From an optimization exercise on the open Yosys and OpenROAD flow, aimed at small area, a short achievable clock period and few clock cycles; shortcuts taken in it are not production practice. At most, simulation tests tie the RTL to the original design; equivalence was not proved. No functional check of the RTL was part of runs 1 and 3.

File: run.sh
#!/bin/bash
# synth_recipe.tcl (not shown) runs the flow's synth.tcl, then flattens the netlist and writes it again
# the make line also repeats each setting of config.mk as NAME=value (left out here)
make -C /OpenROAD-flow-scripts/flow DESIGN_CONFIG=/design/flow/config.mk WORK_HOME=/design/flow/orfs CLKGATE_MAP_FILE= SYNTH_SCRIPT=/design/flow/synth_recipe.tcl finish
File: config.mk
export PLATFORM = sky130hd
export DESIGN_NAME = md5_message_digest
export DESIGN_NICKNAME = md5_message_digest
export VERILOG_FILES = /design/flow/design.v
export SDC_FILE = /design/flow/constraint.sdc
export NUM_CORES = 4
export LEC_CHECK = 0
export ABC_AREA = 1
export CAP_MARGIN = 20
export CORE_MARGIN = 2
export CORE_UTILIZATION = 40
export SETUP_SLACK_MARGIN = 5
export SLEW_MARGIN = 20
File: constraint.sdc
create_clock -name core_clock -period 11.0 [get_ports {clock}]
set_input_delay 2.2000 -clock core_clock [delete_from_list [all_inputs] [get_ports {clock}]]
set_output_delay 2.2000 -clock core_clock [all_outputs]
set_load 0.01 [all_outputs]
File: design.v
package md5_pkg;
   localparam int WORD_W       = 32;
   localparam int COUNT_W      = 3;
   localparam int BLOCK_WORDS  = 16;
   localparam int WIDX_W       = 4;
   localparam int FILL_W       = 6;
   localparam int LEN_W        = 61;
   localparam int ROUND_W      = 6;
   localparam int ROT_W        = 5;
   localparam int DIGEST_WORDS = 4;
   localparam int DIDX_W       = 2;
   localparam logic [COUNT_W-1:0] WORD_BYTES  = 3'd4;
   localparam logic [7:0]         PAD_BYTE    = 8'h80;
   localparam logic [ROUND_W-1:0] ROUND_LAST  = 6'd63;
   localparam logic [DIDX_W-1:0]  DIGEST_LAST = 2'd3;
   localparam logic [WIDX_W-1:0]  LEN_LO_IDX  = 4'd14;
   localparam logic [WIDX_W-1:0]  LEN_HI_IDX  = 4'd15;
   localparam logic [1:0] GRP_F = 2'd0;
   localparam logic [1:0] GRP_G = 2'd1;
   localparam logic [1:0] GRP_H = 2'd2;
   localparam logic [1:0] GRP_I = 2'd3;
   localparam logic [WORD_W-1:0] INIT_A = 32'h67452301;
   localparam logic [WORD_W-1:0] INIT_B = 32'hefcdab89;
   localparam logic [WORD_W-1:0] INIT_C = 32'h98badcfe;
   localparam logic [WORD_W-1:0] INIT_D = 32'h10325476;
   typedef enum logic [2:0] {
      ST_IDLE,
      ST_PAD,
      ST_LENGTH,
      ST_LOAD,
      ST_ROUNDS,
      ST_FOLD,
      ST_EMIT
   } md5_state_type;
   typedef enum logic [1:0] {
      PH_DATA,
      PH_PAD,
      PH_FINAL
   } md5_phase_type;
   typedef struct packed {
      logic              load_word;
      logic              pad;
      logic              clear;
      logic              length;
      logic              start;
      logic              round;
      logic              fold;
      logic              restart;
      logic [DIDX_W-1:0] emit_index;
   } md5_cmd_type;
   typedef struct packed {
      logic block_full;
      logic pad_two;
      logic round_last;
   } md5_status_type;
   function automatic logic [WORD_W-1:0] md5_round_add(input logic [ROUND_W-1:0] r);
      case (r)
         6'd0:  md5_round_add = 32'hd76aa478;
         6'd1:  md5_round_add = 32'he8c7b756;
         6'd2:  md5_round_add = 32'h242070db;
         6'd3:  md5_round_add = 32'hc1bdceee;
         6'd4:  md5_round_add = 32'hf57c0faf;
         6'd5:  md5_round_add = 32'h4787c62a;
         6'd6:  md5_round_add = 32'ha8304613;
         6'd7:  md5_round_add = 32'hfd469501;
         6'd8:  md5_round_add = 32'h698098d8;
         6'd9:  md5_round_add = 32'h8b44f7af;
         6'd10: md5_round_add = 32'hffff5bb1;
         6'd11: md5_round_add = 32'h895cd7be;
         6'd12: md5_round_add = 32'h6b901122;
         6'd13: md5_round_add = 32'hfd987193;
         6'd14: md5_round_add = 32'ha679438e;
         6'd15: md5_round_add = 32'h49b40821;
         6'd16: md5_round_add = 32'hf61e2562;
         6'd17: md5_round_add = 32'hc040b340;
         6'd18: md5_round_add = 32'h265e5a51;
         6'd19: md5_round_add = 32'he9b6c7aa;
         6'd20: md5_round_add = 32'hd62f105d;
         6'd21: md5_round_add = 32'h02441453;
         6'd22: md5_round_add = 32'hd8a1e681;
         6'd23: md5_round_add = 32'he7d3fbc8;
         6'd24: md5_round_add = 32'h21e1cde6;
         6'd25: md5_round_add = 32'hc33707d6;
         6'd26: md5_round_add = 32'hf4d50d87;
         6'd27: md5_round_add = 32'h455a14ed;
         6'd28: md5_round_add = 32'ha9e3e905;
         6'd29: md5_round_add = 32'hfcefa3f8;
         6'd30: md5_round_add = 32'h676f02d9;
         6'd31: md5_round_add = 32'h8d2a4c8a;
         6'd32: md5_round_add = 32'hfffa3942;
         6'd33: md5_round_add = 32'h8771f681;
         6'd34: md5_round_add = 32'h6d9d6122;
         6'd35: md5_round_add = 32'hfde5380c;
         6'd36: md5_round_add = 32'ha4beea44;
         6'd37: md5_round_add = 32'h4bdecfa9;
         6'd38: md5_round_add = 32'hf6bb4b60;
         6'd39: md5_round_add = 32'hbebfbc70;
         6'd40: md5_round_add = 32'h289b7ec6;
         6'd41: md5_round_add = 32'heaa127fa;
         6'd42: md5_round_add = 32'hd4ef3085;
         6'd43: md5_round_add = 32'h04881d05;
         6'd44: md5_round_add = 32'hd9d4d039;
         6'd45: md5_round_add = 32'he6db99e5;
         6'd46: md5_round_add = 32'h1fa27cf8;
         6'd47: md5_round_add = 32'hc4ac5665;
         6'd48: md5_round_add = 32'hf4292244;
         6'd49: md5_round_add = 32'h432aff97;
         6'd50: md5_round_add = 32'hab9423a7;
         6'd51: md5_round_add = 32'hfc93a039;
         6'd52: md5_round_add = 32'h655b59c3;
         6'd53: md5_round_add = 32'h8f0ccc92;
         6'd54: md5_round_add = 32'hffeff47d;
         6'd55: md5_round_add = 32'h85845dd1;
         6'd56: md5_round_add = 32'h6fa87e4f;
         6'd57: md5_round_add = 32'hfe2ce6e0;
         6'd58: md5_round_add = 32'ha3014314;
         6'd59: md5_round_add = 32'h4e0811a1;
         6'd60: md5_round_add = 32'hf7537e82;
         6'd61: md5_round_add = 32'hbd3af235;
         6'd62: md5_round_add = 32'h2ad7d2bb;
         default: md5_round_add = 32'heb86d391;
      endcase
   endfunction
   function automatic logic [ROT_W-1:0] md5_rot_amount(input logic [ROUND_W-1:0] r);
      case ({r[5:4], r[1:0]})
         4'd0:  md5_rot_amount = 5'd7;
         4'd1:  md5_rot_amount = 5'd12;
         4'd2:  md5_rot_amount = 5'd17;
         4'd3:  md5_rot_amount = 5'd22;
         4'd4:  md5_rot_amount = 5'd5;
         4'd5:  md5_rot_amount = 5'd9;
         4'd6:  md5_rot_amount = 5'd14;
         4'd7:  md5_rot_amount = 5'd20;
         4'd8:  md5_rot_amount = 5'd4;
         4'd9:  md5_rot_amount = 5'd11;
         4'd10: md5_rot_amount = 5'd16;
         4'd11: md5_rot_amount = 5'd23;
         4'd12: md5_rot_amount = 5'd6;
         4'd13: md5_rot_amount = 5'd10;
         4'd14: md5_rot_amount = 5'd15;
         default: md5_rot_amount = 5'd21;
      endcase
   endfunction
   function automatic logic [WIDX_W-1:0] md5_msg_index(input logic [ROUND_W-1:0] r);
      logic [WIDX_W-1:0] lo;
      lo = r[3:0];
      case (r[5:4])
         GRP_F:   md5_msg_index = lo;
         GRP_G:   md5_msg_index = 4'((lo << 2) + lo + 4'd1);
         GRP_H:   md5_msg_index = 4'((lo << 1) + lo + 4'd5);
         default: md5_msg_index = 4'((lo << 3) - lo);
      endcase
   endfunction
   function automatic logic [WORD_W-1:0] md5_mix(input logic [1:0] grp,
                                                 input logic [WORD_W-1:0] b,
                                                 input logic [WORD_W-1:0] c,
                                                 input logic [WORD_W-1:0] d);
      case (grp)
         GRP_F:   md5_mix = (b & c) | (~b & d);
         GRP_G:   md5_mix = (b & d) | (c & ~d);
         GRP_H:   md5_mix = b ^ c ^ d;
         default: md5_mix = c ^ (b | ~d);
      endcase
   endfunction
   function automatic logic [WORD_W-1:0] md5_rotl(input logic [WORD_W-1:0] v,
                                                  input logic [ROT_W-1:0] s);
      logic [2*WORD_W-1:0] dbl;
      dbl = {v, v} << s;
      md5_rotl = dbl[2*WORD_W-1:WORD_W];
   endfunction
endpackage
module md5_message_digest (
   input  logic                            clock,
   input  logic                            reset,
   input  logic                            req_valid,
   output logic                            req_ready,
   input  logic [md5_pkg::WORD_W-1:0]      req_word,
   input  logic [md5_pkg::COUNT_W-1:0]     req_bytes,
   input  logic                            req_last,
   output logic                            rsp_valid,
   input  logic                            rsp_ready,
   output logic [md5_pkg::WORD_W-1:0]      rsp_word,
   output logic [md5_pkg::DIDX_W-1:0]      rsp_index,
   output logic                            rsp_done
);
   logic [31:0] ring [16];
   logic [31:0] b_ff, c_ff, d_ff, p_ff, f1_ff, f0_ff;
   logic [31:0] q_ff [4];
   logic [4:0]  widx_ff, widx_n;    
   logic        wnew_ff, wnew_n;    
   logic        wpad_ff, wpad_n;    
   logic        wpend_ff, wpend_n;  
   logic        wlen_ff, wlen_n;    
   logic        wstart_ff, wstart_n;  
   logic        wfirst_ff, wfirst_n;  
   logic [3:0]  base_ff, base_n;    
   logic [58:0] nw_ff, nw_n;        
   logic [1:0]  tail_ff, tail_n;    
   logic        run_ff, run_n;      
   logic        fold_ff, fold_n;    
   logic [5:0]  step_ff, step_n;
   logic        efirst_ff, efirst_n;
   logic        efinal_ff, efinal_n;
   logic        round_ff, round_n;  
   logic        setup_ff, setup_n;  
   logic        pend_ff, pend_n;
   logic [1:0]  eidx_ff, eidx_n;
   logic        ring_free, aligned, can_wr, wr_en, wr_msg, wr_pad;
   logic [3:0]  wi;
   logic [2:0]  cnt;
   logic [31:0] msg_word, pad_word, wr_word;
   logic        len_lo_now, len_hi_now;
   assign ring_free = !run_ff || (step_ff == 6'd63);
   logic        aligned_ff;
   assign aligned   = aligned_ff;
   assign can_wr    = widx_ff[4] ? (ring_free && !wnew_ff) : aligned;
   assign wi        = widx_ff[4] ? 4'd0 : widx_ff[3:0];
   assign req_ready = !wpad_ff && can_wr;
   assign wr_msg    = !wpad_ff && can_wr && req_valid;
   assign wr_pad    = wpad_ff && can_wr;
   assign wr_en     = wr_msg || wr_pad;
   assign cnt = (!req_last || req_bytes[2]) ? 3'd4 : req_bytes;
   always_comb begin
      for (int j = 0; j < 4; j++) begin
         if (3'(j) < cnt)       msg_word[8*j +: 8] = req_word[8*j +: 8];
         else if (3'(j) == cnt) msg_word[8*j +: 8] = md5_pkg::PAD_BYTE;
         else                   msg_word[8*j +: 8] = 8'h00;
      end
   end
   assign len_lo_now = (wi == 4'd14) && !wpend_ff;
   assign len_hi_now = (wi == 4'd15) && wlen_ff;
   always_comb begin
      if (len_lo_now)      pad_word = {nw_ff[26:0], tail_ff, 3'b000};
      else if (len_hi_now) pad_word = nw_ff[58:27];
      else if (wpend_ff)   pad_word = 32'h00000080;
      else                 pad_word = 32'h0;
   end
   assign wr_word = wpad_ff ? pad_word : msg_word;
   always_ff @(posedge clock) begin
      for (int i = 0; i < 15; i++) ring[i] <= ring[i+1];
      ring[15] <= wr_en ? wr_word : ring[0];
   end
   always_comb begin
      widx_n   = widx_ff;
      wnew_n   = wnew_ff;
      wpad_n   = wpad_ff;
      wpend_n  = wpend_ff;
      wlen_n   = wlen_ff;
      wstart_n = wstart_ff;
      wfirst_n = wfirst_ff;
      nw_n     = nw_ff;
      tail_n   = tail_ff;
      base_n   = base_ff - 4'd1;
      if (wr_en) begin
         widx_n = 5'(wi) + 5'd1;
         if (widx_ff[4]) begin
            base_n   = 4'd15;
            wnew_n   = 1'b1;
            wfirst_n = wstart_ff && !wpad_ff;
            if (!wpad_ff) wstart_n = 1'b0;
         end
      end
      if (setup_ff) wnew_n = 1'b0;
      if (wr_msg) begin
         if (cnt[2]) nw_n = nw_ff + 59'd1;
         if (req_last) begin
            wpad_n  = 1'b1;
            wpend_n = cnt[2];
            tail_n  = cnt[1:0];
         end
      end
      if (wr_pad) begin
         if (len_lo_now) begin
            wlen_n = 1'b1;
         end else if (len_hi_now) begin
            wlen_n   = 1'b0;
            wpad_n   = 1'b0;
            wstart_n = 1'b1;
            nw_n     = '0;
            tail_n   = '0;
         end else if (wpend_ff) begin
            wpend_n = 1'b0;
         end
      end
   end
   logic qshift, fold_go;
   assign fold_go = fold_ff && (efinal_ff || wnew_ff);
   assign qshift  = (round_ff && step_ff[5:2] == 4'hf && step_ff[1:0] != 2'd0) || fold_go;
   always_comb begin
      run_n    = run_ff;
      fold_n   = fold_ff;
      step_n   = step_ff;
      efirst_n = efirst_ff;
      efinal_n = efinal_ff;
      pend_n   = pend_ff;
      eidx_n   = eidx_ff;
      if (round_ff) begin
         step_n = step_ff + 6'd1;
         if (step_ff == 6'd63) begin
            run_n  = 1'b0;
            fold_n = 1'b1;
         end
      end
      if (fold_go) begin
         fold_n = 1'b0;
         if (efinal_ff) begin
            pend_n = 1'b1;
            eidx_n = 2'd0;
         end
      end
      if (setup_ff) begin
         run_n    = 1'b1;
         step_n   = '0;
         efirst_n = wfirst_ff;
         efinal_n = 1'b0;
      end
      if (wr_pad && len_lo_now) efinal_n = 1'b1;
      if (pend_ff && rsp_ready) begin
         if (eidx_ff == 2'd3) pend_n = 1'b0;
         eidx_n = eidx_ff + 2'd1;
      end
      round_n = run_n
                && (step_n[5:4] != 2'd0 || step_n[3:0] == 4'd15
                    || (wr_en ? (5'(wi) > 5'(step_n)) : (widx_ff > 5'(step_n) + 5'd1)))
                && !(step_n == 6'd61 && pend_n);
      setup_n = wnew_n && !run_n;
   end
   always_ff @(posedge clock) begin
      if (reset) begin
         widx_ff   <= 5'd16;
         wnew_ff   <= 1'b0;
         wpad_ff   <= 1'b0;
         wpend_ff  <= 1'b0;
         wlen_ff   <= 1'b0;
         wstart_ff <= 1'b1;
         wfirst_ff <= 1'b0;
         nw_ff     <= '0;
         tail_ff   <= '0;
         run_ff    <= 1'b0;
         fold_ff   <= 1'b0;
         step_ff   <= '0;
         efirst_ff <= 1'b0;
         efinal_ff <= 1'b0;
         pend_ff   <= 1'b0;
         eidx_ff   <= '0;
         round_ff  <= 1'b0;
         setup_ff  <= 1'b0;
      end else begin
         widx_ff   <= widx_n;
         wnew_ff   <= wnew_n;
         wpad_ff   <= wpad_n;
         wpend_ff  <= wpend_n;
         wlen_ff   <= wlen_n;
         wstart_ff <= wstart_n;
         wfirst_ff <= wfirst_n;
         nw_ff     <= nw_n;
         tail_ff   <= tail_n;
         run_ff    <= run_n;
         fold_ff   <= fold_n;
         step_ff   <= step_n;
         efirst_ff <= efirst_n;
         efinal_ff <= efinal_n;
         pend_ff   <= pend_n;
         eidx_ff   <= eidx_n;
         round_ff  <= round_n;
         setup_ff  <= setup_n;
      end
      base_ff <= base_n;
      aligned_ff <= wr_en || (4'(base_ff + widx_ff[3:0]) == 4'd1);
   end
   logic [5:0]  pidx_n, pidx_ff;
   logic [3:0]  gidx_n, rpos_ff;
   logic [15:0] rsel_ff;
   function automatic logic [3:0] msg_idx(input logic [5:0] r);
      case (r[5:4])
         2'd0:    msg_idx = r[3:0];
         2'd1:    msg_idx = 4'(r[3:0] * 4'd5 + 4'd1);
         2'd2:    msg_idx = 4'(r[3:0] * 4'd3 + 4'd5);
         default: msg_idx = 4'(r[3:0] * 4'd7);
      endcase
   endfunction
   assign pidx_n = run_n ? 6'(step_n + 6'd1) : 6'd0;
   assign gidx_n = msg_idx(pidx_n);
   always_ff @(posedge clock) begin
      pidx_ff <= pidx_n;
      rpos_ff <= (wr_en && widx_ff[4]) ? 4'd15 + gidx_n : base_ff - 4'd1 + gidx_n;
      rsel_ff <= 16'd1 << {step_n[5:4], step_n[1:0]};
   end
   logic [31:0] mword, kword, pbase, fval, xsum, rot, csel, yval, bkeep, bsum;
   logic [31:0] chain_sum, c_n, d_n, f1_n, f0_n;
   logic        ysf, ysn;
   assign mword = ring[rpos_ff];
   assign kword = md5_pkg::md5_round_add(pidx_ff);
   always_comb begin
      if (!setup_ff)      pbase = d_ff;
      else if (wfirst_ff) pbase = md5_pkg::INIT_A;
      else                pbase = q_ff[1];
   end
   assign fval = (b_ff & f1_ff) | (~b_ff & f0_ff);
   assign xsum = p_ff + fval;
   always_comb begin
      rot = '0;
      for (int k = 0; k < 16; k++)
         rot = rot | ({32{rsel_ff[k]}}
                      & md5_pkg::md5_rotl(xsum, md5_pkg::md5_rot_amount({k[3:2], 2'b00, k[1:0]})));
   end
   always_comb begin
      case (step_ff[1:0])
         2'd1:    csel = efirst_ff ? md5_pkg::INIT_A : q_ff[0];
         2'd2:    csel = efirst_ff ? md5_pkg::INIT_D : q_ff[0];
         2'd3:    csel = efirst_ff ? md5_pkg::INIT_C : q_ff[0];
         default: csel = efirst_ff ? md5_pkg::INIT_B : q_ff[0];
      endcase
   end
   assign chain_sum = csel + b_ff;
   assign ysf   = setup_ff && wfirst_ff;
   assign ysn   = setup_ff && !wfirst_ff;
   assign bkeep = ysf ? 32'h0 : b_ff;
   assign yval  = ({32{round_ff}} & rot) | ({32{ysf}} & md5_pkg::INIT_B) | ({32{ysn}} & csel);
   assign bsum  = bkeep + yval;
   always_comb begin
      c_n = c_ff;
      d_n = d_ff;
      if (round_ff) begin
         c_n = b_ff;
         d_n = c_ff;
      end else if (setup_ff) begin
         c_n = wfirst_ff ? md5_pkg::INIT_C : q_ff[3];
         d_n = wfirst_ff ? md5_pkg::INIT_D : q_ff[2];
      end
      case (step_n[5:4])
         2'd0: begin f1_n = c_n;          f0_n = d_n;           end
         2'd1: begin f1_n = c_n | d_n;    f0_n = c_n & ~d_n;    end
         2'd2: begin f1_n = ~(c_n ^ d_n); f0_n = c_n ^ d_n;     end
         default: begin f1_n = ~c_n;      f0_n = ~(c_n ^ d_n);  end
      endcase
   end
   always_ff @(posedge clock) begin
      b_ff  <= bsum;
      c_ff  <= c_n;
      d_ff  <= d_n;
      f1_ff <= f1_n;
      f0_ff <= f0_n;
      if ((round_ff && step_ff != 6'd63) || setup_ff) p_ff <= pbase + kword + mword;
      if (qshift) begin
         q_ff[0] <= q_ff[1];
         q_ff[1] <= q_ff[2];
         q_ff[2] <= q_ff[3];
         q_ff[3] <= chain_sum;
      end
   end
   assign rsp_valid = pend_ff;
   assign rsp_index = eidx_ff;
   assign rsp_done  = (eidx_ff == 2'd3);
   always_comb begin
      case (eidx_ff)
         2'd0:    rsp_word = q_ff[0];
         2'd1:    rsp_word = q_ff[3];
         2'd2:    rsp_word = q_ff[2];
         default: rsp_word = q_ff[1];
      endcase
   end
endmodule
==> out/results.md, run 1 <==
Worst setup path
- endpoint of the most critical register-to-register path: rpos_ff[3]
- endpoint arrival time on the critical path: 3700 ps
- number of cells on the worst reg-to-reg path: 21
- chain of cells forming the critical path: ha_2, buf_6, inv_1, o21ai_0, a221oi_1, a21oi_1, clkdlybuf4s50_1
- delay contributed by the slowest stage of the critical path: 660 ps
- maximum net fanout on the critical path: 58
- standard cell with the maximum stage delay on the critical path: sky130_fd_sc_hd__clkdlybuf4s50_1
- type of destination of the critical path: output pin
- Worst Setup Start Kind: flip-flop
- kind of critical path: reg -> out
- required time of the critical path: 8800 ps
- startpoint of the worst-slack reg-to-reg timing path: round_ff
- FF-to-FF setup slack: 5240 ps

Routing
- mean number of vias per cell: 5.83
- DRT antenna net count: 0
- initial DRC count: 6502
- DR vias: 48.1k
- detailed-route wire length per cell: 25.1 microns
- Detailed Routing Iterations Pass 1: 6
- total length of routed wires: 207 mm
- remaining routing DRC violations: 0

Floorplanning
- I/O pin count: 77
- placeable core region: 124000 sq um
- initial core utilization: 40.4%
- number of core rows: 129
- horizontal extent of the die: 358 microns
- die area: 128000 sq um
- die height: 358 microns

Place
- sum of net half-perimeters after detailed placement: 150 mm
- number of buffers added on ports: 76
- routability congestion estimate from global placement: 0.993

Finish
- commonest cells after routing, fill and taps aside: sky130_fd_sc_hd__nand2_1 (1520), sky130_fd_sc_hd__dfxtp_1 (814), sky130_fd_sc_hd__inv_1 (724)
- most common library cell in the layout ignoring fill and taps: sky130_fd_sc_hd__nand2_1
- proportion of layout cells with a drive suffix above 1: 6.28%
- Post-Route Utilization: 45.4%
- area growth from synthesis to layout: 12.5%
- final net count: 6849

Clock network
- clock sink count: 976
- maximum clock insertion buffer count: 3
- clock root buffer: sky130_fd_sc_hd__clkbuf_16
- clock-pin slew reported for the worst setup and hold paths after clock tree synthesis: 60 ps
- number of buffers added by the clock tree synthesis step: 101
- insertion delay to the later sink of the worst-skew pair: 740 ps
- count of H-tree levels built during CTS: 3
- Post-CTS Hold Buffers: 0
- TritonCTS clock tree: done

Global route
- remaining global-route overflow: 0
- number of antenna violations at the first check in global routing: 10
- pin count of the biggest net entering global routing: 89
- global-route wire length before repair: 300 mm
- vias in the first global route: 44.7k
- overall fraction of global-route tracks in use: 31.5%

Synthesis
- count of synthesis-stage warnings from yosys: 3
- flop and latch count out of synthesis: 976
- Seq/Total Area, Yosys: 42.3%
- synthesized cell area: 50000 sq um
- Syn Area/Cell: 7.68 sq um
- cell count after synthesis: 6508
- Post-Syn Nets: 6832
- primary flip-flop cell chosen by synthesis mapping: sky130_fd_sc_hd__dfxtp_1
- share of async-settable or async-resettable flops after synthesis: 0%
- number of enable flip-flop cells after synthesis: 160
- cell types with the largest area share after synthesis: sky130_fd_sc_hd__dfxtp_1 (33%), sky130_fd_sc_hd__nand2_1 (12%), sky130_fd_sc_hd__edfxtp_1 (9.6%), sky130_fd_sc_hd__ha_1 (6.1%), sky130_fd_sc_hd__inv_1 (5.5%)
- Unique masters post-synth: 68
- library cell with the largest summed area after synthesis: sky130_fd_sc_hd__dfxtp_1
- proportion of netlist area held by the largest area contributor: 32.7%

Timing
- Pins Over Slew Limit: 0
- RSZ-0062 raised after global routing: false
- count of endpoints failing setup in the final report: 0
- relative max-transition margin: 27.9%
- aggregate negative setup slack: 0 ps
- Max Freq: 169 MHz
- Tightest Pin Transition: 1070 ps
- final hold violation count: 0
- final worst-path cycle share: 53.6%
- Period minus WS final: 5900 ps
- Hold Slack: 322 ps
- setup clock skew after layout: 70.8 ps

Min path
- hold path startpoint: ring[14][12]
- count of cells along the worst hold path: 0
- worst min-delay path endpoint: ring[13][12]
- Tightest Hold Check Type: reg -> reg

Status
- run status: timing/DRC/antenna clean

Job
- maxcap violations: 0

metrics by stage:
step                std cells  setup WS [ps]  instance area [sq um]
floorplan                6508           6360                  50000
global placement         8049           4430                  52500
detailed placement       8049           4450                  52500
CTS                      8238           4950                  56000
global route             8245           5010                  56200
finish                   8246           5100                  56300
what timing repair did:
action,in CTS,in global routing
gates resized for setup,14,46
pin swaps,0,3
endpoints found under the setup margin,12,31
buffers inserted,3,6
cloned,0,1
kinds of logic (layout without fill, tap and decap cells):
logic type | Yosys count | count (layout) | synth area share (%)
compound gates | 1376 | 1376 | 17.1
fa+ha+maj | 284 | 284 | 7.69
other cells | 0 | 1 | 0
buf+inv | 1030 | 1130 | 7.88
flops | 976 | 976 | 42.3
simple gates | 2714 | 2714 | 22.8
xor+xnor | 128 | 128 | 2.24
worst max-delay path, delay by kind of cell, from the launching register on:
family / cells / cell delay [ps]
AOI/OAI and AO/OA: 3 / 780
adders and majority gates: 1 / 210
buffers and inverters: 3 / 1540
DFF: 1 / 410
routing by layer:
metal,up-vias,GRT usage (%),routed length (microns)
met2,2693,44.5,83400
met1,23040,46.9,93300
li1,21965,-,-
met5,-,0,109
met3,398,6.47,22600
met4,12,11.1,7270
synth_stat cells, types with 7 or more instances:
cell	n
sky130_fd_sc_hd__nor2_4	7
sky130_fd_sc_hd__a32o_1	10
sky130_fd_sc_hd__nand4_1	116
sky130_fd_sc_hd__a22oi_1	28
sky130_fd_sc_hd__nand2_2	11
sky130_fd_sc_hd__o22ai_1	141
sky130_fd_sc_hd__xnor2_1	36
sky130_fd_sc_hd__xor2_1	92
sky130_fd_sc_hd__nor3_1	91
sky130_fd_sc_hd__o2111ai_1	30
sky130_fd_sc_hd__o211ai_1	35
sky130_fd_sc_hd__inv_2	18
sky130_fd_sc_hd__dfxtp_1	816
sky130_fd_sc_hd__o21ai_0	462
sky130_fd_sc_hd__ha_1	245
sky130_fd_sc_hd__o21ai_1	7
sky130_fd_sc_hd__clkinv_1	16
sky130_fd_sc_hd__nor2_1	528
sky130_fd_sc_hd__fa_1	39
sky130_fd_sc_hd__buf_1	23
sky130_fd_sc_hd__nand2_1	1537
sky130_fd_sc_hd__a21oi_1	326
sky130_fd_sc_hd__a21o_1	15
sky130_fd_sc_hd__clkbuf_1	196
sky130_fd_sc_hd__a211oi_1	9
sky130_fd_sc_hd__o21a_1	19
sky130_fd_sc_hd__buf_2	36
sky130_fd_sc_hd__a31oi_1	19
sky130_fd_sc_hd__nand3_1	322
sky130_fd_sc_hd__inv_1	733
sky130_fd_sc_hd__and2_1	14
sky130_fd_sc_hd__a32oi_1	29
sky130_fd_sc_hd__nor4_1	10
sky130_fd_sc_hd__o221ai_1	21
sky130_fd_sc_hd__a22o_1	53
sky130_fd_sc_hd__or2_2	35
sky130_fd_sc_hd__nand3b_1	20
sky130_fd_sc_hd__o21bai_1	15
sky130_fd_sc_hd__edfxtp_1	160
sky130_fd_sc_hd__o311ai_0	20
sky130_fd_sc_hd__a221oi_1	105
flip-flops by register name, indices dropped and copies added (netlist names), 6 cells and up:
signal	count
b_ff	32
c_ff	32
d_ff	32
f0_ff	32
f1_ff	32
kword	32
nw_ff	59
p_ff	32
q_ff	128
ring	512
rsel_ff	16
step_ff	6
worst max path at each step:
stage | slack (ps) | end | depth (start not counted) | startpoint
finish | 5100 | rsp_word[11] | 7 | eidx_ff[1]
global route | 5010 | b_ff[14] | 32 | b_ff[12]
CTS | 4950 | b_ff[30] | 29 | b_ff[20]
detailed placement | 4450 | b_ff[30] | 35 | b_ff[0]
global placement | 4430 | b_ff[30] | 34 | b_ff[21]
floorplan | 6360 | b_ff[30] | 35 | b_ff[0]
area by class of cell:
| type | count | area, sq um |
|---|---|---|
| Antenna cell | 1 | 2.50 |
| Clock buffer | 140 | 2950 |
| Clock inverter | 46 | 593 |
| Fill cell | 12414 | 67500 |
| Inverter | 769 | 2920 |
| Multi-Input combinational cell | 4502 | 25100 |
| Sequential cell | 976 | 21100 |
| Tap cell | 1637 | 2050 |
| Timing Repair Buffer | 174 | 1500 |
| Timing Repair inverter | 1 | 5.00 |
==> run 2: changes to the inputs <==
--- a/design.v
+++ b/design.v
@@ -369,7 +369,9 @@
       aligned_ff <= wr_en || (4'(base_ff + widx_ff[3:0]) == 4'd1);
    end
    logic [5:0]  pidx_n, pidx_ff;
-   logic [3:0]  gidx_n, rpos_ff;
+   logic [3:0]  gidx_n;
+   logic [3:0]  rpos;
+   logic [31:0] mword_ff;      
    logic [15:0] rsel_ff;
    function automatic logic [3:0] msg_idx(input logic [5:0] r);
       case (r[5:4])
@@ -381,15 +383,50 @@
    endfunction
    assign pidx_n = run_n ? 6'(step_n + 6'd1) : 6'd0;
    assign gidx_n = msg_idx(pidx_n);
+   logic [3:0] posa_ff, posb_ff;
+   always_comb begin
+      if (round_ff)      rpos = (step_ff == 6'd63) ? base_ff : posb_ff;
+      else if (setup_ff) rpos = base_ff + 4'd1;
+      else if (run_ff)   rpos = posa_ff;
+      else               rpos = base_ff;
+   end
    always_ff @(posedge clock) begin
       pidx_ff <= pidx_n;
-      rpos_ff <= (wr_en && widx_ff[4]) ? 4'd15 + gidx_n : base_ff - 4'd1 + gidx_n;
+      posa_ff <= base_n + msg_idx(6'(step_n + 6'd1));
+      posb_ff <= base_n + msg_idx(6'(step_n + 6'd2));
       rsel_ff <= 16'd1 << {step_n[5:4], step_n[1:0]};
+      mword_ff <= (wr_en && wi == gidx_n) ? wr_word : ring[rpos];
    end
+   function automatic logic [31:0] ks_add(input logic [31:0] x, input logic [31:0] z);
+      logic [31:0] g, t, gn, tn;
+      g = x & z;
+      t = x | z;
+      gn = g;
+      tn = t;
+      gn[1] = g[1] | ((t[1] & x[0]) & z[0]);
+      tn[1] = t[1] & t[0];
+      for (int i = 2; i < 32; i++) begin
+         gn[i] = g[i] | (t[i] & g[i-1]);
+         tn[i] = t[i] & t[i-1];
+      end
+      g = gn;
+      t = tn;
+      for (int d = 2; d < 32; d = d * 2) begin
+         gn = g;
+         tn = t;
+         for (int i = d; i < 32; i++) begin
+            gn[i] = g[i] | (t[i] & g[i-d]);
+            tn[i] = t[i] & t[i-d];
+         end
+         g = gn;
+         t = tn;
+      end
+      ks_add = x ^ (z ^ {g[30:0], 1'b0});
+   endfunction
    logic [31:0] mword, kword, pbase, fval, xsum, rot, csel, yval, bkeep, bsum;
    logic [31:0] chain_sum, c_n, d_n, f1_n, f0_n;
    logic        ysf, ysn;
-   assign mword = ring[rpos_ff];
+   assign mword = mword_ff;
    assign kword = md5_pkg::md5_round_add(pidx_ff);
    always_comb begin
       if (!setup_ff)      pbase = d_ff;
@@ -397,7 +434,11 @@
       else                pbase = q_ff[1];
    end
    assign fval = (b_ff & f1_ff) | (~b_ff & f0_ff);
-   assign xsum = p_ff + fval;
+   assign xsum = ks_add(p_ff, fval);
+   logic [31:0] pcs_s, pcs_c, psum;
+   assign pcs_s = pbase ^ kword ^ mword;
+   assign pcs_c = (pbase & kword) | (pbase & mword) | (kword & mword);
+   assign psum  = ks_add(pcs_s, {pcs_c[30:0], 1'b0});
    always_comb begin
       rot = '0;
       for (int k = 0; k < 16; k++)
@@ -417,7 +458,7 @@
    assign ysn   = setup_ff && !wfirst_ff;
    assign bkeep = ysf ? 32'h0 : b_ff;
    assign yval  = ({32{round_ff}} & rot) | ({32{ysf}} & md5_pkg::INIT_B) | ({32{ysn}} & csel);
-   assign bsum  = bkeep + yval;
+   assign bsum  = ks_add(bkeep, yval);
    always_comb begin
       c_n = c_ff;
       d_n = d_ff;
@@ -441,7 +482,7 @@
       d_ff  <= d_n;
       f1_ff <= f1_n;
       f0_ff <= f0_n;
-      if ((round_ff && step_ff != 6'd63) || setup_ff) p_ff <= pbase + kword + mword;
+      if ((round_ff && step_ff != 6'd63) || setup_ff) p_ff <= psum;
       if (qshift) begin
          q_ff[0] <= q_ff[1];
          q_ff[1] <= q_ff[2];
==> run 2 against run 1 <==
Effect of this change: synthesized area up 4.1%; via count up 4.3%; synthesized cell count up 9.1%; global-route usage down 0.35 points; first-iteration DRC count down 2.4%; sequential share of layout area about the same; count of clock-buffer cells in the layout up 6; maximum frequency down 0.14%.
==> out/results.md, run 2 <==
Place
- dpl cells: 8725, was 8049
- routability congestion estimate from global placement: 1.01, was 0.993
- number of buffers added on ports: 76, unchanged
- sum of net half-perimeters after detailed placement: 156 mm, was 150 mm

Clock network
- TritonCTS clock tree: done, unchanged
- insertion delay to the later sink of the worst-skew pair: 740 ps, about the same
- count of H-tree levels built during CTS: 3, unchanged
- clock-pin slew reported for the worst setup and hold paths after clock tree synthesis: 60 ps, about the same
- maximum clock insertion buffer count: 3, unchanged
- clock sink count: 1012, was 976
- Post-CTS Hold Buffers: 0, unchanged
- clock root buffer: sky130_fd_sc_hd__clkbuf_16, unchanged
- number of buffers added by the clock tree synthesis step: 104, was 101

Finish
- FILL cells: 13.1k, was 12.4k
- proportion of layout cells with a drive suffix above 1: 4.92%, was 6.28%
- area growth from synthesis to layout: 11.9%, was 12.5%
- flip-flop count of the largest register, all copies and words added: 512, unchanged
- Post-Route Utilization: 45.0%, was 45.4%
- antenna fix cells: 0, was 1
- non-filler cells in the finished layout: 8918, was 8246
- combined area of the multi-input logic cells: 25800 sq um, was 25100 sq um
- register containing the most flip-flops in the final layout: ring, unchanged
- commonest cells after routing, fill and taps aside: sky130_fd_sc_hd__nand2_1 (1922), sky130_fd_sc_hd__inv_1 (851), sky130_fd_sc_hd__dfxtp_1 (850), was sky130_fd_sc_hd__nand2_1 (1520), sky130_fd_sc_hd__dfxtp_1 (814), sky130_fd_sc_hd__inv_1 (724)
- final net count: 7338, was 6849
- Regs by FF count: ring x512, q_ff x128, nw_ff x59, unchanged
- Reg area: 21900 sq um, was 21100 sq um
- most common library cell in the layout ignoring fill and taps: sky130_fd_sc_hd__nand2_1, unchanged

Timing
- Tightest Pin Transition: 1180 ps, was 1070 ps
- relative max-transition margin: 20.8%, was 27.9%
- Period minus WS final: 5910 ps, was 5900 ps
- final worst-path cycle share: 53.7%, was 53.6%
- aggregate negative setup slack: 0 ps, unchanged
- count of endpoints failing setup in the final report: 0, unchanged
- Max Freq: 169 MHz, about the same
- Pins Over Slew Limit: 0, unchanged
- final hold violation count: 0, unchanged
- setup clock skew after layout: 46.6 ps, was 70.8 ps
- RSZ-0062 raised after global routing: false, unchanged

Synthesis
- proportion of netlist area held by the largest area contributor: 32.8%, was 32.7%
- Post-Syn Nets: 7345, was 6832
- Post-Synth Adder-Cell Area: 5.58%, was 7.69%
- library cell with the largest summed area after synthesis: sky130_fd_sc_hd__dfxtp_1, unchanged
- count of synthesis-stage warnings from yosys: 3, unchanged
- cell types with the largest area share after synthesis: sky130_fd_sc_hd__dfxtp_1 (33%), sky130_fd_sc_hd__nand2_1 (14%), sky130_fd_sc_hd__edfxtp_1 (9.2%), sky130_fd_sc_hd__inv_1 (6.2%), sky130_fd_sc_hd__nor2_1 (4.9%), was sky130_fd_sc_hd__dfxtp_1 (33%), sky130_fd_sc_hd__nand2_1 (12%), sky130_fd_sc_hd__edfxtp_1 (9.6%), sky130_fd_sc_hd__ha_1 (6.1%), sky130_fd_sc_hd__inv_1 (5.5%)
- Seq/Total Area, Yosys: 42.0%, was 42.3%
- fraction of synthesized area in multiplexers: 0.224%, was 0%
- combinational family with the most area after synthesis: simple AND/OR/NAND/NOR gates, unchanged
- post-synthesis compound-gate area fraction: 15.3%, was 17.1%
- xor and xnor area share after synthesis: 2.53%, was 2.24%
- most numerous cell in the Yosys netlist: sky130_fd_sc_hd__nand2_1, unchanged
- share of synthesized cell area in and, or, nand and nor gates: 25.9%, was 22.8%
- top cells by instance count after synthesis: sky130_fd_sc_hd__nand2_1 (1922), sky130_fd_sc_hd__inv_1 (855), sky130_fd_sc_hd__dfxtp_1 (852), was sky130_fd_sc_hd__nand2_1 (1537), sky130_fd_sc_hd__dfxtp_1 (816), sky130_fd_sc_hd__inv_1 (733)
- primary flip-flop cell chosen by synthesis mapping: sky130_fd_sc_hd__dfxtp_1, unchanged
- share of async-settable or async-resettable flops after synthesis: 0%, unchanged
- synthesized cell area: 52000 sq um, was 50000 sq um
- Syn Area/Cell: 7.33 sq um, was 7.68 sq um
- flop and latch count out of synthesis: 1012, was 976
- cell count after synthesis: 7097, was 6508
- Unique masters post-synth: 72, was 68
- number of enable flip-flop cells after synthesis: 160, unchanged

Global route
- number of antenna violations at the first check in global routing: 7, was 10
- vias in the first global route: 46.9k, was 44.7k
- overall fraction of global-route tracks in use: 31.1%, was 31.5%
- pin count of the biggest net entering global routing: 73, was 89
- remaining global-route overflow: 0, unchanged
- global-route wire length before repair: 309 mm, was 300 mm

Routing
- DRT antenna net count: 0, unchanged
- DR vias: 50.2k, was 48.1k
- detailed-route wire length per cell: 23.7 microns, was 25.1 microns
- mean number of vias per cell: 5.63, was 5.83
- total length of routed wires: 211 mm, was 207 mm
- initial DRC count: 6344, was 6502
- remaining routing DRC violations: 0, unchanged
- Detailed Routing Iterations Pass 1: 14, was 6

Worst setup path
- kind of cell with the highest combined delay on the critical path: buffers and inverters, unchanged
- endpoint arrival time on the critical path: 3710 ps, was 3700 ps
- chain of cells forming the critical path: inv_1, ha_1, clkinv_4, o22ai_1, a21oi_1, o21ai_0, clkdlybuf4s50_1, was ha_2, buf_6, inv_1, o21ai_0, a221oi_1, a21oi_1, clkdlybuf4s50_1
- required time of the critical path: 8800 ps, about the same
- delay contributed by the slowest stage of the critical path: 680 ps, was 660 ps
- type of destination of the critical path: output pin, unchanged
- maximum net fanout on the critical path: 27, was 58
- kind of critical path: reg -> out, unchanged
- Worst Setup Start Kind: flip-flop, unchanged
- combined buffer and inverter count along the critical path: 3, unchanged
- standard cell with the maximum stage delay on the critical path: sky130_fd_sc_hd__clkdlybuf4s50_1, unchanged

Floorplanning
- die height: 365 microns, was 358 microns
- die area: 133000 sq um, was 128000 sq um
- number of core rows: 132, was 129
- initial core utilization: 40.2%, was 40.4%
- placeable core region: 129000 sq um, was 124000 sq um
- horizontal extent of the die: 365 microns, was 358 microns
- I/O pin count: 77, unchanged

Status
- run status: timing/DRC/antenna clean, unchanged

Min path
- Tightest Hold Check Type: reg -> reg, unchanged

Job
- maxcap violations: 0, unchanged

## run 2: cell count changes in the layout (fill, tap and decap cells not counted), sizes merged, moves of 32 or more
cell    previous run  this run
o21ai            469       502
inv              750       881
ha               245       168
o22ai            141       109
a221oi           105        47
a21oi            326       281
dfxtp            816       852
nor2             540       702
nand2           1549      1929
## run 2: cell families after synthesis
group	count (synthesis)
AO/OA/AOI/OAI	1304
buffers and inverters	1159
adder cells (fa/ha/maj)	208
XOR/XNOR	146
multiplexers	9
flip-flops	1012
AND/OR/NAND/NOR	3259
## run 2: cell type report
type                            instances  share of cell area (%)
Clock inverter                         46                    1.04
Sequential cell                      1012                    37.5
Multi-Input combinational cell       4926                    44.4
Inverter                              892                    5.76
Tap cell                             1742                    3.74
Timing Repair Buffer                  154                    2.35
Clock buffer                          146                    5.19
## run 2: final timing paths
| check | start | endpoint | slack (ps) | cells after the start |
|---|---|---|---|---|
| setup / recovery | eidx_ff[1] | rsp_word[7] | 5090 | 7 |
| setup reg to reg | round_ff | mword_ff[23] | 5270 | 16 |
| hold reg to reg | ring[11][28] | ring[10][28] | 330 | 0 |
| hold / removal | ring[11][28] | ring[10][28] | 330 | 0 |
## run 2: through the flow
step	setup WS [ps]	area (sq um)	hold WS, ps
final	5090	58300	329
after global placement	4960	54600	330
after detailed placement	4850	54600	335
after global routing	5000	58300	322
after floorplan	5580	52100	327
after CTS	4970	58200	321
## run 2: what timing repair did
item,4_1_cts,5_1_grt
resized for setup,9,7
endpoints found under the hold margin,0,0
endpoints found under the setup margin,47,39
pin swaps,0,1
cloned,0,0
setup buffers,0,1
## run 2: per-layer routing
layer / vias up / wire, microns / track usage (%)
met5: - / 58 / 0
met4: 8 / 10200 / 13.9
met3: 502 / 20700 / 6.02
met2: 2625 / 89400 / 46.7
met1: 23728 / 91100 / 43.2
li1: 23323 / - / -
Testbench counts of run 2, summed over its fixed seeds: cycles 45,028.
==> run 3: changes to the inputs <==
--- a/design.v
+++ b/design.v
@@ -195,6 +195,7 @@
    logic        wfirst_ff, wfirst_n;  
    logic [3:0]  base_ff, base_n;    
    logic [58:0] nw_ff, nw_n;        
+   logic        nwc_ff, nwc_n;      
    logic [1:0]  tail_ff, tail_n;    
    logic        run_ff, run_n;      
    logic        fold_ff, fold_n;    
@@ -205,6 +206,8 @@
    logic        setup_ff, setup_n;  
    logic        pend_ff, pend_n;
    logic [1:0]  eidx_ff, eidx_n;
+   logic [3:0]  esel_ff, esel_n;   
+   logic        ready_ff, ready_n;
    logic        ring_free, aligned, can_wr, wr_en, wr_msg, wr_pad;
    logic [3:0]  wi;
    logic [2:0]  cnt;
@@ -215,8 +218,8 @@
    assign aligned   = aligned_ff;
    assign can_wr    = widx_ff[4] ? (ring_free && !wnew_ff) : aligned;
    assign wi        = widx_ff[4] ? 4'd0 : widx_ff[3:0];
-   assign req_ready = !wpad_ff && can_wr;
-   assign wr_msg    = !wpad_ff && can_wr && req_valid;
+   assign req_ready = ready_ff;          
+   assign wr_msg    = ready_ff && req_valid;
    assign wr_pad    = wpad_ff && can_wr;
    assign wr_en     = wr_msg || wr_pad;
    assign cnt = (!req_last || req_bytes[2]) ? 3'd4 : req_bytes;
@@ -249,6 +252,8 @@
       wstart_n = wstart_ff;
       wfirst_n = wfirst_ff;
       nw_n     = nw_ff;
+      nwc_n    = 1'b0;
+      if (nwc_ff) nw_n[58:27] = nw_ff[58:27] + 32'd1;
       tail_n   = tail_ff;
       base_n   = base_ff - 4'd1;
       if (wr_en) begin
@@ -262,7 +267,7 @@
       end
       if (setup_ff) wnew_n = 1'b0;
       if (wr_msg) begin
-         if (cnt[2]) nw_n = nw_ff + 59'd1;
+         if (cnt[2]) {nwc_n, nw_n[26:0]} = {1'b0, nw_ff[26:0]} + 28'd1;
          if (req_last) begin
             wpad_n  = 1'b1;
             wpend_n = cnt[2];
@@ -294,6 +299,7 @@
       efinal_n = efinal_ff;
       pend_n   = pend_ff;
       eidx_n   = eidx_ff;
+      esel_n   = esel_ff;
       if (round_ff) begin
          step_n = step_ff + 6'd1;
          if (step_ff == 6'd63) begin
@@ -306,6 +312,7 @@
          if (efinal_ff) begin
             pend_n = 1'b1;
             eidx_n = 2'd0;
+            esel_n = 4'b0001;
          end
       end
       if (setup_ff) begin
@@ -318,12 +325,15 @@
       if (pend_ff && rsp_ready) begin
          if (eidx_ff == 2'd3) pend_n = 1'b0;
          eidx_n = eidx_ff + 2'd1;
+         esel_n = {esel_ff[2:0], esel_ff[3]};
       end
       round_n = run_n
                 && (step_n[5:4] != 2'd0 || step_n[3:0] == 4'd15
                     || (wr_en ? (5'(wi) > 5'(step_n)) : (widx_ff > 5'(step_n) + 5'd1)))
                 && !(step_n == 6'd61 && pend_n);
       setup_n = wnew_n && !run_n;
+      ready_n = !wpad_n && (widx_n[4] ? ((!run_n || step_n == 6'd63) && !wnew_n)
+                                      : (wr_en || (4'(base_ff + widx_ff[3:0]) == 4'd1)));
    end
    always_ff @(posedge clock) begin
       if (reset) begin
@@ -335,6 +345,7 @@
          wstart_ff <= 1'b1;
          wfirst_ff <= 1'b0;
          nw_ff     <= '0;
+         nwc_ff    <= 1'b0;
          tail_ff   <= '0;
          run_ff    <= 1'b0;
          fold_ff   <= 1'b0;
@@ -343,6 +354,8 @@
          efinal_ff <= 1'b0;
          pend_ff   <= 1'b0;
          eidx_ff   <= '0;
+         esel_ff   <= 4'b0001;
+         ready_ff  <= 1'b1;
          round_ff  <= 1'b0;
          setup_ff  <= 1'b0;
       end else begin
@@ -354,6 +367,7 @@
          wstart_ff <= wstart_n;
          wfirst_ff <= wfirst_n;
          nw_ff     <= nw_n;
+         nwc_ff    <= nwc_n;
          tail_ff   <= tail_n;
          run_ff    <= run_n;
          fold_ff   <= fold_n;
@@ -362,6 +376,8 @@
          efinal_ff <= efinal_n;
          pend_ff   <= pend_n;
          eidx_ff   <= eidx_n;
+         esel_ff   <= esel_n;
+         ready_ff  <= ready_n;
          round_ff  <= round_n;
          setup_ff  <= setup_n;
       end
@@ -369,10 +385,13 @@
       aligned_ff <= wr_en || (4'(base_ff + widx_ff[3:0]) == 4'd1);
    end
    logic [5:0]  pidx_n, pidx_ff;
-   logic [3:0]  gidx_n;
    logic [3:0]  rpos;
    logic [31:0] mword_ff;      
-   logic [15:0] rsel_ff;
+   logic        ysf_ff, ysn_ff;
+   logic [3:0]  rlo_ff;            
+   logic [5:0]  rhi_ff;            
+   logic [4:0]  ramt_n;
+   assign ramt_n = md5_pkg::md5_rot_amount(step_n);    
    function automatic logic [3:0] msg_idx(input logic [5:0] r);
       case (r[5:4])
          2'd0:    msg_idx = r[3:0];
@@ -382,7 +401,6 @@
       endcase
    endfunction
    assign pidx_n = run_n ? 6'(step_n + 6'd1) : 6'd0;
-   assign gidx_n = msg_idx(pidx_n);
    logic [3:0] posa_ff, posb_ff;
    always_comb begin
       if (round_ff)      rpos = (step_ff == 6'd63) ? base_ff : posb_ff;
@@ -392,10 +410,15 @@
    end
    always_ff @(posedge clock) begin
       pidx_ff <= pidx_n;
-      posa_ff <= base_n + msg_idx(6'(step_n + 6'd1));
-      posb_ff <= base_n + msg_idx(6'(step_n + 6'd2));
-      rsel_ff <= 16'd1 << {step_n[5:4], step_n[1:0]};
-      mword_ff <= (wr_en && wi == gidx_n) ? wr_word : ring[rpos];
+      posa_ff <= (wr_en && widx_ff[4]) ? 4'd15 + msg_idx(6'(step_n + 6'd1))
+                                       : base_ff - 4'd1 + msg_idx(6'(step_n + 6'd1));
+      posb_ff <= (wr_en && widx_ff[4]) ? 4'd15 + msg_idx(6'(step_n + 6'd2))
+                                       : base_ff - 4'd1 + msg_idx(6'(step_n + 6'd2));
+      rlo_ff  <= 4'd1 << ramt_n[1:0];
+      rhi_ff  <= (round_n && !reset) ? 6'd1 << ramt_n[4:2] : 6'd0;
+      ysf_ff  <= setup_n && wfirst_n && !reset;
+      ysn_ff  <= setup_n && !wfirst_n && !reset;
+      mword_ff <= (wr_en && pidx_n[5:4] == 2'd0 && wi == pidx_n[3:0]) ? wr_word : ring[rpos];
    end
    function automatic logic [31:0] ks_add(input logic [31:0] x, input logic [31:0] z);
       logic [31:0] g, t, gn, tn;
@@ -423,9 +446,8 @@
       end
       ks_add = x ^ (z ^ {g[30:0], 1'b0});
    endfunction
-   logic [31:0] mword, kword, pbase, fval, xsum, rot, csel, yval, bkeep, bsum;
+   logic [31:0] rot1, mword, kword, pbase, fval, xsum, rot, csel, yval, bkeep, bsum;
    logic [31:0] chain_sum, c_n, d_n, f1_n, f0_n;
-   logic        ysf, ysn;
    assign mword = mword_ff;
    assign kword = md5_pkg::md5_round_add(pidx_ff);
    always_comb begin
@@ -440,10 +462,12 @@
    assign pcs_c = (pbase & kword) | (pbase & mword) | (kword & mword);
    assign psum  = ks_add(pcs_s, {pcs_c[30:0], 1'b0});
    always_comb begin
+      rot1 = '0;
+      for (int k = 0; k < 4; k++)
+         rot1 = rot1 | ({32{rlo_ff[k]}} & md5_pkg::md5_rotl(xsum, 5'(k)));
       rot = '0;
-      for (int k = 0; k < 16; k++)
-         rot = rot | ({32{rsel_ff[k]}}
-                      & md5_pkg::md5_rotl(xsum, md5_pkg::md5_rot_amount({k[3:2], 2'b00, k[1:0]})));
+      for (int k = 1; k < 6; k++)
+         rot = rot | ({32{rhi_ff[k]}} & md5_pkg::md5_rotl(rot1, 5'(4 * k)));
    end
    always_comb begin
       case (step_ff[1:0])
@@ -454,10 +478,8 @@
       endcase
    end
    assign chain_sum = csel + b_ff;
-   assign ysf   = setup_ff && wfirst_ff;
-   assign ysn   = setup_ff && !wfirst_ff;
-   assign bkeep = ysf ? 32'h0 : b_ff;
-   assign yval  = ({32{round_ff}} & rot) | ({32{ysf}} & md5_pkg::INIT_B) | ({32{ysn}} & csel);
+   assign bkeep = ysf_ff ? 32'h0 : b_ff;
+   assign yval  = rot | ({32{ysf_ff}} & md5_pkg::INIT_B) | ({32{ysn_ff}} & csel);
    assign bsum  = ks_add(bkeep, yval);
    always_comb begin
       c_n = c_ff;
@@ -492,13 +514,7 @@
    end
    assign rsp_valid = pend_ff;
    assign rsp_index = eidx_ff;
-   assign rsp_done  = (eidx_ff == 2'd3);
-   always_comb begin
-      case (eidx_ff)
-         2'd0:    rsp_word = q_ff[0];
-         2'd1:    rsp_word = q_ff[3];
-         2'd2:    rsp_word = q_ff[2];
-         default: rsp_word = q_ff[1];
-      endcase
-   end
+   assign rsp_done  = esel_ff[3];
+   assign rsp_word  = ({32{esel_ff[0]}} & q_ff[0]) | ({32{esel_ff[1]}} & q_ff[3])
+                    | ({32{esel_ff[2]}} & q_ff[2]) | ({32{esel_ff[3]}} & q_ff[1]);
 endmodule
==> flow/run.sh (new file) <==
#!/bin/bash
# Standard layout with a stronger setup repair target and buf_4 port buffers;
# make's full output goes to orfs_make.log.
set -euo pipefail
bash standard.sh SETUP_SLACK_MARGIN=7 "BUFFER_PORTS_ARGS=-buffer_cell sky130_fd_sc_hd__buf_4" finish > orfs_make.log 2>&1
==> standard.sh (new file) <==
#!/bin/bash
# synth_recipe.tcl (not shown) runs the flow's synth.tcl, then flattens the netlist and writes it again
# the make line also repeats each setting of config.mk as NAME=value (left out here)
make -C /OpenROAD-flow-scripts/flow DESIGN_CONFIG=/design/flow/config.mk WORK_HOME=/design/flow/orfs CLKGATE_MAP_FILE= SYNTH_SCRIPT=/design/flow/synth_recipe.tcl "${@:-finish}"
--- a/config.mk
+++ b/config.mk
@@ -8,6 +8,7 @@
 export ABC_AREA = 1
 export CAP_MARGIN = 20
 export CORE_MARGIN = 2
-export CORE_UTILIZATION = 40
+export CORE_UTILIZATION = 55
 export SETUP_SLACK_MARGIN = 5
 export SLEW_MARGIN = 20
+export TNS_END_PERCENT = 0
removed: run.sh
==> run 3 against run 2 <==
Effect of this change: still clean; die area is 30% lower; core utilization is 19 points higher; setup slack better by 1700 ps; register-to-register slack better by 1500 ps; final cell count is 12% lower.
==> out/results.md, run 3 <==
Timing
- Max Freq: 237 MHz, was 169 MHz
- RSZ-0062 raised after global routing: true, was false
- count of endpoints failing setup in the final report: 0, unchanged
- aggregate negative setup slack: 0 ps, unchanged
- relative max-transition margin: 28.0%, was 20.8%
- final hold violation count: 0, unchanged
- Tightest Pin Transition: 1070 ps, was 1180 ps
- Period minus WS final: 4210 ps, was 5910 ps
- setup clock skew after layout: 68.0 ps, was 46.6 ps
- Pins Over Slew Limit: 0, unchanged
- final worst-path cycle share: 38.3%, was 53.7%

Worst setup path
- standard cell with the maximum stage delay on the critical path: sky130_fd_sc_hd__dfxtp_2, was sky130_fd_sc_hd__clkdlybuf4s50_1
- endpoint of the most critical register-to-register path: b_ff[15], was mword_ff[23]
- maximum net fanout on the critical path: 5, was 27
- launching element of the worst setup path: b_ff[29], was eidx_ff[1]
- required time of the critical path: 11580 ps, was 8800 ps
- kind of critical path: reg -> reg, was reg -> out
- delay contributed by the slowest stage of the critical path: 510 ps, was 680 ps
- startpoint of the worst-slack reg-to-reg timing path: b_ff[29], was round_ff
- endpoint arrival time on the critical path: 4790 ps, was 3710 ps
- type of destination of the critical path: flip-flop, was output pin
- cell seen most often among critical-path stages: sky130_fd_sc_hd__nand2_1
- Worst Setup Start Kind: flip-flop, unchanged
- FF-to-FF setup slack: 6790 ps, was 5270 ps
- number of cells on the worst reg-to-reg path: 27, was 16

Min path
- hold path startpoint: ring[15][28], was ring[11][28]
- worst min-delay path endpoint: ring[14][28], was ring[10][28]
- count of cells along the worst hold path: 0, unchanged
- Tightest Hold Check Type: reg -> reg, unchanged

Place
- post-detailed-placement cell area: 51900 sq um, was 54600 sq um
- dpl cells: 7549, was 8725
- sum of net half-perimeters after detailed placement: 144 mm, was 156 mm
- routability congestion estimate from global placement: 1.06, was 1.01
- number of buffers added on ports: 76, unchanged

Clock network
- count of H-tree levels built during CTS: 3, unchanged
- clock root buffer: sky130_fd_sc_hd__clkbuf_16, unchanged
- clock sink count: 1013, was 1012
- maximum clock insertion buffer count: 3, unchanged
- clock-pin slew reported for the worst setup and hold paths after clock tree synthesis: 70 ps, was 60 ps
- insertion delay to the later sink of the worst-skew pair: 740 ps, about the same
- Post-CTS Hold Buffers: 0, unchanged
- TritonCTS clock tree: done, unchanged
- number of buffers added by the clock tree synthesis step: 101, was 104

Synthesis
- top cells by instance count after synthesis: sky130_fd_sc_hd__nand2_1 (1635), sky130_fd_sc_hd__dfxtp_1 (853), sky130_fd_sc_hd__inv_1 (710), was sky130_fd_sc_hd__nand2_1 (1922), sky130_fd_sc_hd__inv_1 (855), sky130_fd_sc_hd__dfxtp_1 (852)
- proportion of netlist area held by the largest area contributor: 34.1%, was 32.8%
- flop and latch count out of synthesis: 1013, was 1012
- most numerous cell in the Yosys netlist: sky130_fd_sc_hd__nand2_1, unchanged
- Unique masters post-synth: 78, was 72
- primary flip-flop cell chosen by synthesis mapping: sky130_fd_sc_hd__dfxtp_1, unchanged
- library cell with the largest summed area after synthesis: sky130_fd_sc_hd__dfxtp_1, unchanged
- Syn Area/Cell: 7.77 sq um, was 7.33 sq um
- cell count after synthesis: 6458, was 7097
- synthesized cell area: 50200 sq um, was 52000 sq um
- count of synthesis-stage warnings from yosys: 3, unchanged
- share of async-settable or async-resettable flops after synthesis: 0%, unchanged
- cell types with the largest area share after synthesis: sky130_fd_sc_hd__dfxtp_1 (34%), sky130_fd_sc_hd__nand2_1 (12%), sky130_fd_sc_hd__edfxtp_1 (9.6%), sky130_fd_sc_hd__inv_1 (5.3%), sky130_fd_sc_hd__o21ai_0 (4.1%), was sky130_fd_sc_hd__dfxtp_1 (33%), sky130_fd_sc_hd__nand2_1 (14%), sky130_fd_sc_hd__edfxtp_1 (9.2%), sky130_fd_sc_hd__inv_1 (6.2%), sky130_fd_sc_hd__nor2_1 (4.9%)
- number of enable flip-flop cells after synthesis: 160, unchanged
- Seq/Total Area, Yosys: 43.6%, was 42.0%
- Post-Syn Nets: 6695, was 7345

Global route
- vias in the first global route: 44.3k, was 46.9k
- global-route wire length before repair: 284 mm, was 309 mm
- pin count of the biggest net entering global routing: 86, was 73
- number of antenna violations at the first check in global routing: 3, was 7
- remaining global-route overflow: 0, unchanged
- overall fraction of global-route tracks in use: 41.0%, was 31.1%

Floorplanning
- I/O pin count: 77, unchanged
- number of core rows: 110, was 132
- die height: 306 microns, was 365 microns
- horizontal extent of the die: 306 microns, was 365 microns
- placeable core region: 90100 sq um, was 129000 sq um
- die area: 93600 sq um, was 133000 sq um
- initial core utilization: 55.6%, was 40.2%

Finish
- Post-Route Utilization: 63.9%, was 45.0%
- non-filler cells in the finished layout: 7847, was 8918
- final net count: 6821, was 7338
- area growth from synthesis to layout: 14.9%, was 11.9%
- commonest cells after routing, fill and taps aside: sky130_fd_sc_hd__nand2_1 (1603), sky130_fd_sc_hd__dfxtp_1 (814), sky130_fd_sc_hd__inv_1 (686), was sky130_fd_sc_hd__nand2_1 (1922), sky130_fd_sc_hd__inv_1 (851), sky130_fd_sc_hd__dfxtp_1 (850)
- Regs by FF count: ring x512, q_ff x128, nw_ff x59, unchanged
- flip-flop count of the largest register, all copies and words added: 512, unchanged
- most common library cell in the layout ignoring fill and taps: sky130_fd_sc_hd__nand2_1, unchanged
- proportion of layout cells with a drive suffix above 1: 14.2%, was 4.92%
- final design area excluding fillers: 57600 sq um, was 58300 sq um
- register containing the most flip-flops in the final layout: ring, unchanged

Routing
- mean number of vias per cell: 5.99, was 5.63
- total length of routed wires: 197 mm, was 211 mm
- detailed-route wire length per cell: 25.1 microns, was 23.7 microns
- Detailed Routing Iterations Pass 1: 6, was 14
- initial DRC count: 5072, was 6344
- DRT antenna net count: 0, unchanged
- DR vias: 47.0k, was 50.2k
- remaining routing DRC violations: 0, unchanged

Job
- maxcap violations: 0, unchanged

Status
- run status: timing/DRC/antenna clean, unchanged

==> run 3: cell count changes after synthesis, sizes merged, moves of 50 or more <==
cell | previous run | this run
inv | 876 | 780
nand2 | 1929 | 1688
o21ai | 502 | 445
o22ai | 109 | 57
nor2 | 702 | 565
clkbuf | 221 | 165
nand3 | 352 | 302
==> run 3: worst max path at each step <==
stage                     cells after the start    endpoint  slack [ps]
after floorplan                               5  q_ff[0][0]        5600
after global placement                       17   kword[29]        5130
after detailed placement                     15   kword[29]        5030
after CTS                                    23    b_ff[15]        6840
after global routing                         30    b_ff[27]        6610
final                                        27    b_ff[15]        6790
==> run 3: logic make-up after synthesis <==
logic type / Yosys count / synth area share (%)
AND/OR/NAND/NOR: 2825 / 24.8
AO/OA/AOI/OAI: 1248 / 15.6
buffers and inverters: 1024 / 7.78
flip-flops: 1013 / 43.6
adder cells (fa/ha/maj): 197 / 5.48
XOR/XNOR: 150 / 2.63
multiplexers: 1 / 0.0225
==> run 3: through the flow <==
step	worst slack, ps	hold slack [ps]
2_1_floorplan	5600	327
3_3_place_gp	5130	332
3_5_place_dp	5030	335
4_1_cts	6840	330
5_1_grt	6610	336
6_report	6790	330
==> run 3: final cells by class <==
type	instances	area (sq um)
Antenna cell	1	2.50
Inverter	789	3040
Tap cell	1176	1470
Timing Repair Buffer	255	2220
Sequential cell	1013	22000
Multi-Input combinational cell	4421	25500
Clock buffer	139	2810
Clock inverter	50	656
Fill cell	7918	32500
Timing Repair inverter	3	15.0
==> run 3: worst max-delay path: cells and delay by family, from the launching register on <==
kind            cells  cell delay, ps
simple gates       16            1970
buf+inv             7             870
flops               1             510
xor+xnor            1             230
compound gates      3             510
==> run 3: layer usage <==
layer	vias up	track usage [%]	part of all wire (%)
li1	21739	-	-
met3	786	7.57	7.9
met1	22066	46.3	36
met2	2382	65.8	45
met4	4	37.9	11
met5	-	0	0.013
==> run 3: timing repair <==
item,4_1_cts,5_1_grt
resized for setup,179,189
cloned,5,3
setup endpoints to repair,268,213
buffers inserted,39,61
pin swaps,16,48

[re-timing with driven ports]
The results above use ideal ports. As a check the final layouts listed here were re-extracted and re-timed, cells and wires unchanged.
Step 1 assumes that a clkbuf_16 drives the clock port and a buf_2 every other input.
Step 2 adds t to the input delays and takes it off the output delays; t is the mean of the earliest and latest rising clock arrival at the registers after step 1. Input paths then give back, and output paths get back, about the clock's delay inside the block.
Slacks: no drivers / after step 1 / after step 2; pairs: no drivers / after step 1.
run	t (ns)	setup WS [ns]	worst setup path at the end
run 1	0.787	5.099 / 5.024 / 5.223	input to register
run 2	0.792	5.091 / 5.017 / 5.274	register to register
run 3	0.777	6.786 / 6.727 / 6.299	input to register
After both steps every run listed still meets setup and hold. The setup slack of run 3, which loses most, moves by -0.059 ns with the drivers and by -0.487 ns with both steps.
